What follows belongs to an exercise in optimizing a design on an open flow for a short achievable clock period and few clock cycles per item; a production flow would make more cautious choices. In this exercise RTL edits were held to simulation tests only and were not proved equivalent to the original. Power figures rest on the tool's default switching activity, not on a simulated workload.

===== design/flow/config.mk =====
export PLATFORM = sky130hd
export DESIGN_NAME = cnn_top
export DESIGN_NICKNAME = cnn_top
export VERILOG_FILES = /design/flow/design.v
export SDC_FILE = /design/flow/constraint.sdc
export NUM_CORES = 4
export LEC_CHECK = 0
export CAP_MARGIN = 20
export CORE_MARGIN = 2
export CORE_UTILIZATION = 40
export SLEW_MARGIN = 20

===== design/flow/constraint.sdc =====
create_clock -name core_clock -period 10.0 [get_ports {clk}]
set_input_delay 2.0000 -clock core_clock [delete_from_list [all_inputs] [get_ports {clk}]]
set_output_delay 2.0000 -clock core_clock [all_outputs]
set_load 0.01 [all_outputs]

===== design/flow/design.v =====
`timescale 1ns/1ps
`default_nettype none
module kernel_regs (
	input  wire                              clk,
	input  wire                              reset_b,
	input  wire                              run,
	output logic [12-1:0]           weights_rd_addr,
	input  wire  [16-1:0]           weights_rd_data,
	output logic [9*8-1:0] kernel
);
	logic [2:0] wa;
	logic [4:0] cap;
	assign weights_rd_addr = 12'(wa);
	always_ff @(posedge clk) begin
		if (!reset_b) begin
			wa  <= '0;
			cap <= '0;
		end else begin
			cap <= {cap[3:0], run};
			if (run)
				wa <= 3'd1;
			else if (wa != 3'd0)
				wa <= (wa == 3'(5 - 1)) ? 3'd0 : wa + 3'd1;
		end
	end
	always_ff @(posedge clk) begin
		for (int w = 0; w < 5; w++) begin
			if (cap[w]) begin
				kernel[(2*w)*8 +: 8] <= weights_rd_data[15:8];
				if (w != 5 - 1)
					kernel[(2*w+1)*8 +: 8] <= weights_rd_data[7:0];
			end
		end
	end
endmodule
`default_nettype wire
`timescale 1ns/1ps
`default_nettype none
module window_fetch (
	input  wire                    clk,
	input  wire                    reset_b,
	input  wire                    run,
	output logic                   fin_done,
	input  wire                    busy,
	output logic [12-1:0] in_rd_addr,
	input  wire  [16-1:0] in_rd_data,
	output logic [63:0]            col_cur,
	output logic [63:0]            col_prev,
	output logic                   win_valid,
	output logic                   win_last
);
	localparam int DEPTH = 45;    
	localparam int DRAIN = 6;
	logic [12-1:0] raddr;
	logic                   v_in;
	logic [15:0]            d1;
	logic                   v1;
	logic                   need_size;
	logic                   fin;
	logic [6:0]             half_m1;
	logic [7:0]             n_m1;
	logic [6:0]             m;
	logic [7:0]             r;
	logic                   row_end;
	logic                   img_end;
	logic [DEPTH-1:0]       ins;
	logic [15:0]            d2;
	logic                   rv2;
	logic                   last2;
	logic [DEPTH*48-1:0]    sr;
	logic [47:0]            top;
	logic [47:0]            nxt;
	logic [DRAIN-1:0]       fin_q;
	assign in_rd_addr = raddr;
	assign row_end    = (m == half_m1);
	assign img_end    = row_end && (r == n_m1);
	assign fin_done   = fin_q[DRAIN-1];
	always_ff @(posedge clk) begin
		if (!reset_b) begin
			raddr     <= '0;
			v_in      <= 1'b0;
			v1        <= 1'b0;
			need_size <= 1'b1;
			fin       <= 1'b0;
			rv2       <= 1'b0;
			fin_q     <= '0;
		end else begin
			fin_q <= {fin_q[DRAIN-2:0], fin && !fin_done};
			if (run) begin
				raddr     <= 12'(1);
				v_in      <= 1'b1;
				need_size <= 1'b1;
				fin       <= 1'b0;
			end else if (fin_done) begin
				raddr     <= '0;
				v_in      <= 1'b0;
				fin       <= 1'b0;
				fin_q     <= '0;
			end else if (busy) begin
				raddr <= raddr + 1'b1;
			end
			v1  <= v_in && !fin;
			rv2 <= 1'b0;
			if (v1 && !fin) begin
				if (need_size) begin
					if (d1 == 16'hFFFF) begin
						fin  <= 1'b1;
						v_in <= 1'b0;
					end else
						need_size <= 1'b0;
				end else begin
					rv2 <= r[0] && (r != 8'd1) && (m != 7'd0);
					if (img_end)
						need_size <= 1'b1;
				end
			end
		end
	end
	always_ff @(posedge clk) begin
		d1    <= in_rd_data;
		d2    <= d1;
		last2 <= img_end;
		if (v1 && need_size) begin
			half_m1 <= d1[7:1] - 7'd1;
			n_m1    <= d1[7:0] - 8'd1;
			m       <= '0;
			r       <= '0;
			for (int i = 0; i < DEPTH; i++)
				ins[i] <= (d1[7:1] == 7'(DEPTH - i));
		end else if (v1) begin
			if (row_end) begin
				m <= '0;
				r <= r + 8'd1;
			end else
				m <= m + 7'd1;
		end
	end
	assign top = sr[(DEPTH-1)*48 +: 48];
	assign nxt = {top[31:0], d2};
	always_ff @(posedge clk) begin
		sr[0 +: 48] <= nxt;
		for (int i = 1; i < DEPTH; i++)
			sr[i*48 +: 48] <= ins[i] ? nxt : sr[(i-1)*48 +: 48];
		col_cur   <= {top, d2};
		col_prev  <= col_cur;
		win_last  <= last2;
	end
	always_ff @(posedge clk) begin
		if (!reset_b)
			win_valid <= 1'b0;
		else
			win_valid <= rv2;
	end
endmodule
`default_nettype wire
`timescale 1ns/1ps
`default_nettype none
module conv_pool (
	input  wire                              clk,
	input  wire                              reset_b,
	input  wire  [63:0]                      col_cur,
	input  wire  [63:0]                      col_prev,
	input  wire                              win_valid,
	input  wire                              win_last,
	input  wire  [9*8-1:0] kernel,
	output logic [8-1:0]            res_value,
	output logic                             res_last,
	output logic                             res_valid
);
	logic signed [7:0]  w    [4][4];     
	logic signed [7:0]  k    [3][3];
	logic signed [15:0] prod [4][3][3];  
	logic signed [17:0] rsum [4][3];
	logic signed [19:0] s    [4];
	logic        [6:0]  c    [4];
	logic        [6:0]  mx01, mx23;
	logic        [4:0]  vq;
	logic        [4:0]  lq;
	always_comb begin
		for (int i = 0; i < 4; i++) begin
			w[i][0] = col_prev[(3-i)*16 +: 8];
			w[i][1] = col_prev[(3-i)*16 + 8 +: 8];
			w[i][2] = col_cur[(3-i)*16 +: 8];
			w[i][3] = col_cur[(3-i)*16 + 8 +: 8];
		end
		for (int i = 0; i < 3; i++)
			for (int j = 0; j < 3; j++)
				k[i][j] = kernel[(3*i+j)*8 +: 8];
	end
	always_ff @(posedge clk) begin
		for (int p = 0; p < 4; p++)
			for (int i = 0; i < 3; i++)
				for (int j = 0; j < 3; j++)
					prod[p][i][j] <= k[i][j] * w[p/2 + i][p%2 + j];
		for (int p = 0; p < 4; p++)
			for (int i = 0; i < 3; i++)
				rsum[p][i] <= 18'(prod[p][i][0]) + 18'(prod[p][i][1]) + 18'(prod[p][i][2]);
		for (int p = 0; p < 4; p++)
			s[p] <= 20'(rsum[p][0]) + 20'(rsum[p][1]) + 20'(rsum[p][2]);
		for (int p = 0; p < 4; p++) begin
			if (s[p][19])
				c[p] <= 7'd0;
			else if (|s[p][18:7])
				c[p] <= 7'd127;
			else
				c[p] <= s[p][6:0];
		end
		mx01 <= (c[0] > c[1]) ? c[0] : c[1];
		mx23 <= (c[2] > c[3]) ? c[2] : c[3];
		lq   <= {lq[3:0], win_last};
	end
	assign res_value = {1'b0, (mx01 > mx23) ? mx01 : mx23};
	assign res_last  = lq[4];
	assign res_valid = vq[4];
	always_ff @(posedge clk) begin
		if (!reset_b)
			vq <= '0;
		else
			vq <= {vq[3:0], win_valid};
	end
endmodule
`default_nettype wire
`timescale 1ns/1ps
`default_nettype none
module out_packer (
	input  wire                    clk,
	input  wire                    reset_b,
	input  wire                    run,
	input  wire  [8-1:0]  res_value,
	input  wire                    res_last,
	input  wire                    res_valid,
	output logic [12+16:0] out_wr
);
	logic                   have_hi;
	logic [8-1:0]  hi_byte;
	logic [12-1:0] next_addr;
	logic                   wr_en;
	logic [12-1:0] wr_addr;
	logic [16-1:0] wr_data;
	logic                   pair_done;
	logic                   flush;
	assign pair_done = res_valid && have_hi;
	assign flush     = res_valid && !have_hi && res_last;
	assign out_wr    = {wr_en, wr_addr, wr_data};
	always_ff @(posedge clk) begin
		if (!reset_b) begin
			have_hi   <= 1'b0;
			next_addr <= '0;
			wr_en     <= 1'b0;
		end else begin
			wr_en <= pair_done || flush;
			if (run)
				have_hi <= 1'b0;
			else if (res_valid)
				have_hi <= !have_hi && !res_last;
			if (run)
				next_addr <= '0;
			else if (pair_done || flush)
				next_addr <= next_addr + 1'b1;
		end
	end
	always_ff @(posedge clk) begin
		if (res_valid && !have_hi)
			hi_byte <= res_value;
		if (pair_done)
			wr_data <= {hi_byte, res_value};
		else if (flush)
			wr_data <= {res_value, 8'h00};
		if (pair_done || flush)
			wr_addr <= next_addr;
	end
endmodule
`default_nettype wire
`timescale 1ns/1ps
`default_nettype none
module cnn_top (
	input  wire                    clk,
	input  wire                    reset_b,
	input  wire                    run,
	output logic                   busy,
	output logic [12-1:0] in_rd_addr,
	input  wire  [16-1:0] in_rd_data,
	output logic [12-1:0] weights_rd_addr,
	input  wire  [16-1:0] weights_rd_data,
	output logic [12+16:0] out_wr
);
	logic                             fin_done;
	logic [63:0]                      col_cur;
	logic [63:0]                      col_prev;
	logic                             win_valid;
	logic                             win_last;
	logic [9*8-1:0] kernel;
	logic [8-1:0]            res_value;
	logic                             res_last;
	logic                             res_valid;
	window_fetch u_fetch (
		.clk        (clk),
		.reset_b    (reset_b),
		.run        (run),
		.fin_done   (fin_done),
		.busy       (busy),
		.in_rd_addr (in_rd_addr),
		.in_rd_data (in_rd_data),
		.col_cur    (col_cur),
		.col_prev   (col_prev),
		.win_valid  (win_valid),
		.win_last   (win_last)
	);
	kernel_regs u_kernel (
		.clk             (clk),
		.reset_b         (reset_b),
		.run             (run),
		.weights_rd_addr (weights_rd_addr),
		.weights_rd_data (weights_rd_data),
		.kernel          (kernel)
	);
	conv_pool u_conv (
		.clk       (clk),
		.reset_b   (reset_b),
		.col_cur   (col_cur),
		.col_prev  (col_prev),
		.win_valid (win_valid),
		.win_last  (win_last),
		.kernel    (kernel),
		.res_value (res_value),
		.res_last  (res_last),
		.res_valid (res_valid)
	);
	out_packer u_pack (
		.clk       (clk),
		.reset_b   (reset_b),
		.run       (run),
		.res_value (res_value),
		.res_last  (res_last),
		.res_valid (res_valid),
		.out_wr    (out_wr)
	);
	always_ff @(posedge clk) begin
		if (!reset_b)
			busy <= 1'b0;
		else if (run)
			busy <= 1'b1;
		else if (fin_done)
			busy <= 1'b0;
	end
endmodule
`default_nettype wire

===== design/flow/run.sh =====
#!/bin/bash
# synth_recipe.tcl (not shown) runs the flow's synth.tcl, then flattens the netlist and writes it again
# the make line also repeats each setting of config.mk as NAME=value (left out here)
make -C /OpenROAD-flow-scripts/flow DESIGN_CONFIG=/design/flow/config.mk WORK_HOME=/design/flow/orfs CLKGATE_MAP_FILE= SYNTH_SCRIPT=/design/flow/synth_recipe.tcl finish

==> summary.txt <==
-- registers in the layout (all words and copies together), names as in the netlist, 28 cells and up --
signal and flops:
u_fetch.ins 44, u_conv.c 28, u_conv.prod 576, u_kernel.kernel 72, u_fetch.col_prev 64, u_fetch.sr 2112, u_conv.rsum 216, u_fetch.col_cur 64
u_conv.s 80
-- worst max-delay path, cell delays in order, from the launching register on --
cell and delay, ps:
sky130_fd_sc_hd__edfxtp_1 880, sky130_fd_sc_hd__buf_4 390, sky130_fd_sc_hd__nand2_1 130, sky130_fd_sc_hd__fa_1 550
sky130_fd_sc_hd__inv_1 50, sky130_fd_sc_hd__fa_1 490, sky130_fd_sc_hd__fa_1 500, sky130_fd_sc_hd__inv_1 50
sky130_fd_sc_hd__fa_1 480, sky130_fd_sc_hd__inv_1 40, sky130_fd_sc_hd__ha_1 310, sky130_fd_sc_hd__o21a_1 180
sky130_fd_sc_hd__nor2_1 120, sky130_fd_sc_hd__nor3_1 70, sky130_fd_sc_hd__a2111oi_0 650, sky130_fd_sc_hd__a21oi_1 170
sky130_fd_sc_hd__xnor2_1 160
-- metal layers --
metal / up-vias / track usage / wire (um)
li1: 59440 / - / -
met4: 0 / 0.04866 / 13390
met2: 2117 / 0.3210 / 234300
met5: - / 0 / 0
met3: 579 / 0.02099 / 22500
met1: 64180 / 0.2643 / 229000
-- final cells by class --
cell class | instances | share of cell area
Clock buffer | 504 | 0.04588
Timing Repair Buffer | 320 | 0.01145
Inverter | 3236 | 0.05335
Multi-Input combinational cell | 11530 | 0.5348
Clock inverter | 146 | 0.007804
Sequential cell | 3424 | 0.3083
Tap cell | 6916 | 0.03801
Antenna cell | 32 | 0.0003517
-- final timing paths --
check / endpoint / cells after the start / slack (ps)
hold / removal: u_conv.lq[1] / 0 / 330
hold reg to reg: u_conv.lq[1] / 0 / 330
setup reg to reg: u_conv.prod[29][15] / 16 / 4630
setup / recovery: u_conv.prod[29][15] / 16 / 4630
-- cells by family (layout without fill, tap and decap cells) --
logic type               after synthesis  count (layout)  share of synthesized area
XOR/XNOR                             797             797                    0.03368
AND/OR/NAND/NOR                     3699            3699                    0.09685
multiplexers                        2181            2181                     0.1184
AO/OA/AOI/OAI                       1241            1241                    0.03898
other                                  1              43                 0.00001809
adder cells (fa/ha/maj)             3604            3604                     0.2995
flip-flops                          3424            3424                     0.3387
buffers and inverters               4072            4206                    0.07397
-- placed cells by master (no fill, tap or decap), drive strengths merged, types with 28 or more instances in the layout --
| master | instances |
|---|---|
| nor4 | 47 |
| or3 | 42 |
| clkbuf | 504 |
| o21ai | 255 |
| nand3b | 34 |
| and2 | 1579 |
| buf | 251 |
| nor3 | 128 |
| nand3 | 99 |
| nand4 | 29 |
| a21oi | 337 |
| clkinv | 76 |
| inv | 3264 |
| clkdlybuf4s50 | 69 |
| fa | 2260 |
| o211ai | 38 |
| nand2 | 712 |
| nor2b | 307 |
| and3 | 59 |
| nand2b | 129 |
| o21a | 108 |
| ha | 1344 |
| nor2 | 453 |
| a2111oi | 28 |
| edfxtp | 164 |
| or2 | 33 |
| dfxtp | 3260 |
| xnor2 | 666 |
| a21boi | 44 |
| xor2 | 131 |
| a21o | 134 |
| diode | 32 |
| a31oi | 58 |
| a211oi | 32 |
| mux2 | 2158 |
-- where the power goes --
group / switching (mW) / internal (mW)
Combinational: 22.5 / 17.5
Sequential: 2.10 / 17.2
Clock: 5.81 / 7.94
Total: 30.4 / 42.6
-- per-stage QoR --
| step | instance area, sq um | hold slack (ps) | setup slack (ps) | utilization | total power, mW |
|---|---|---|---|---|---|
| after floorplan | 207300 | 309.6 | 5470 | - | 48.81 |
| after global placement | 215300 | 313.2 | 4601 | 0.4168 | 58.94 |
| after detailed placement | 215300 | 312.1 | 4578 | 0.4168 | 59.27 |
| after CTS | 227600 | 325.9 | 4547 | 0.4405 | 73.52 |
| after global routing | 227600 | 327.5 | 4298 | 0.4406 | 79.43 |
| final | 227700 | 325.2 | 4631 | 0.4407 | 73.07 |
==> load_flow_metrics.sql <==
INSERT INTO impl_metrics (metric_group, metric, value, unit) VALUES
('timing', 'final_hold_viol_count', '0', ''),
('timing', 'slew_headroom', '0.2408', ''),
('logic_synthesis', 'post_synthesis_instance_total', '19020', ''),
('pwr', 'vdd_ir_drop_max', '355.6', 'uV'),
('floorplanning', 'row_count', '264', ''),
('grt', 'grt_usage', '0.1916', ''),
('drt', 'detail-route-antenna-nets', '0', ''),
('worst_setup_path', 'cp_arrival', '6180', 'ps'),
('logic_synthesis', 'number_of_synthesized_register_bits', '3424', ''),
('clock_tree', 'htree_levels', '5', ''),
('worst_setup_path', 'regToRegStartpoint', 'u_kernel.kernel[22]', ''),
('run_status', 'run_status', 'finished clean', ''),
('hold_path', 'holdCritStartpoint', 'u_conv.lq[0]', ''),
('clock_tree', 'cts.root.buffer_cell', 'sky130_fd_sc_hd__clkbuf_16', ''),
('drt', 'num_vias', '126300', ''),
('logic_synthesis', 'post_synth_instance_area', '207200', 'sq um'),
('final_layout', 'multiInputGateArea', '121800', 'sq um'),
('worst_setup_path', 'worstPathRequired', '10810', 'ps'),
('clock_tree', 'cts.repair.resized', '0', ''),
('floorplanning', 'die-width', '723.8', 'um'),
('clock_tree', 'clkSlewWorstSetupHoldPaths', '60', 'ps'),
('timing', 'finalSetupViolations', '0', ''),
('logic_synthesis', 'synth_edf_count', '164', ''),
('grt', 'antenna_found_initial', '50', ''),
('drt', 'drc_errors', '0', ''),
('pwr', 'leakage', '101.9', 'nW'),
('drt', 'drt_iter0_markers', '6403', ''),
('grt', 'grt_overflow_total', '0', ''),
('place', 'dp.cells', '25430', ''),
('flow_run', 'timing.max_cap.violations', '0', ''),
('clock_tree', 'cts_buffer_depth', '4', ''),
('drt', 'dr_vias_cell', '4.838', ''),
('logic_synthesis', 'netlist.area_leader.share', '0.3149', ''),
('logic_synthesis', 'netlist_top_cells_area', 'sky130_fd_sc_hd__dfxtp_1 (31%), sky130_fd_sc_hd__fa_1 (22%), sky130_fd_sc_hd__mux2_2 (12%)', ''),
('timing', 'post-route-period-util', '0.5369', ''),
('clock_tree', 'clock_latency', '1010', 'ps'),
('final_layout', 'nNetsFinal', '22510', ''),
('timing', 'slew_violations', '0', ''),
('timing', 'setup-tns-final', '0', 'ps'),
('logic_synthesis', 'postSynth.topFlopCell', 'sky130_fd_sc_hd__dfxtp_1', ''),
('grt', 'global_route_wire_length_before_repair', '778.7', 'mm'),
('worst_setup_path', 'worst_setup_path_start_kind', 'register', ''),
('worst_setup_path', 'setup.worst_path.class', 'register to register', ''),
('clock_tree', 'number_of_sinks_driven_by_the_clock_tree', '3424', ''),
('timing', 'fin_skew', '108.8', 'ps'),
('final_layout', 'final_layout_size_suffix_gt1_frac', '0.1595', ''),
('logic_synthesis', 'postSynthAreaPerCell', '10.90', 'sq um'),
('logic_synthesis', 'yosysUniqueCellTypes', '71', ''),
('final_layout', 'regArea', '70200', 'sq um'),
('drt', 'drt_first_pass_iters', '7', ''),
('grt', 'vias_in_the_first_global_route', '130400', ''),
('hold_path', 'hold_path_class', 'register to register', ''),
('place', 'gp_routability_congestion', '0.8641', ''),
('clock_tree', 'holdBufCountCts', '0', ''),
('final_layout', 'non_filler_instance_count_after_layout', '26110', ''),
('logic_synthesis', 'cell_type_with_the_highest_aggregate_area_in_the_netlist', 'sky130_fd_sc_hd__dfxtp_1', ''),
('logic_synthesis', 'synthArstFlopShare', '0', ''),
('pwr', 'cellPowerDensity', '320.9', 'nW/um^2'),
('worst_setup_path', 'timing.critical_path.from', 'u_kernel.kernel[22]', ''),
('logic_synthesis', 'yosysSeqAreaShare', '0.3387', ''),
('floorplanning', 'die_y', '723.8', 'um'),
('timing', 'achievable-frequency', '0.1863', 'GHz'),
('floorplanning', 'initial_utilization', '0.4011', ''),
('timing', 'timing.final.crit_period', '5369', 'ps'),
('final_layout', 'fill_cell_total_of_the_finished_layout', '48580', ''),
('logic_synthesis', 'synthesis.yosys.warnings', '11', ''),
('timing', 'timing_worst_slew_pin_value', '1139', 'ps'),
('floorplanning', 'core-area', '516600', 'sq um'),
('place', 'port_bufs', '77', ''),
('floorplanning', 'io_pins', '89', ''),
('place', 'place_hpwl', '351.3', 'mm');
Testbench counts, summed over its fixed seeds: cycles 80,291, items 32,549.

-- afterwards: timing with drivers on the ports --
The results above use ideal ports. As a check the final layout listed here was re-extracted and re-timed, cells and wires unchanged.
Step 1 sets driving cells, clkbuf_16 on the clock port and buf_2 on the other inputs (assumed; they add their load-dependent delay and slew).
Step 2 times the ports against the registers' clock, not the clock port: input delays grow and output delays shrink by t, the midpoint of the rising clock arrivals with the driver on.
Slacks: ideal / step 1 / step 2; pairs: ideal / step 1.
t (ns): 1.075
setup WS [ns]: 4.631 / 4.631 / 4.631
clock arrival spread, ns: 0.115 / 0.115
pins driven straight from the clock port: 1
After both steps this run still meets setup and hold. For this run, drivers alone change the setup slack by 0.000 ns; drivers and shift together by 0.000 ns.
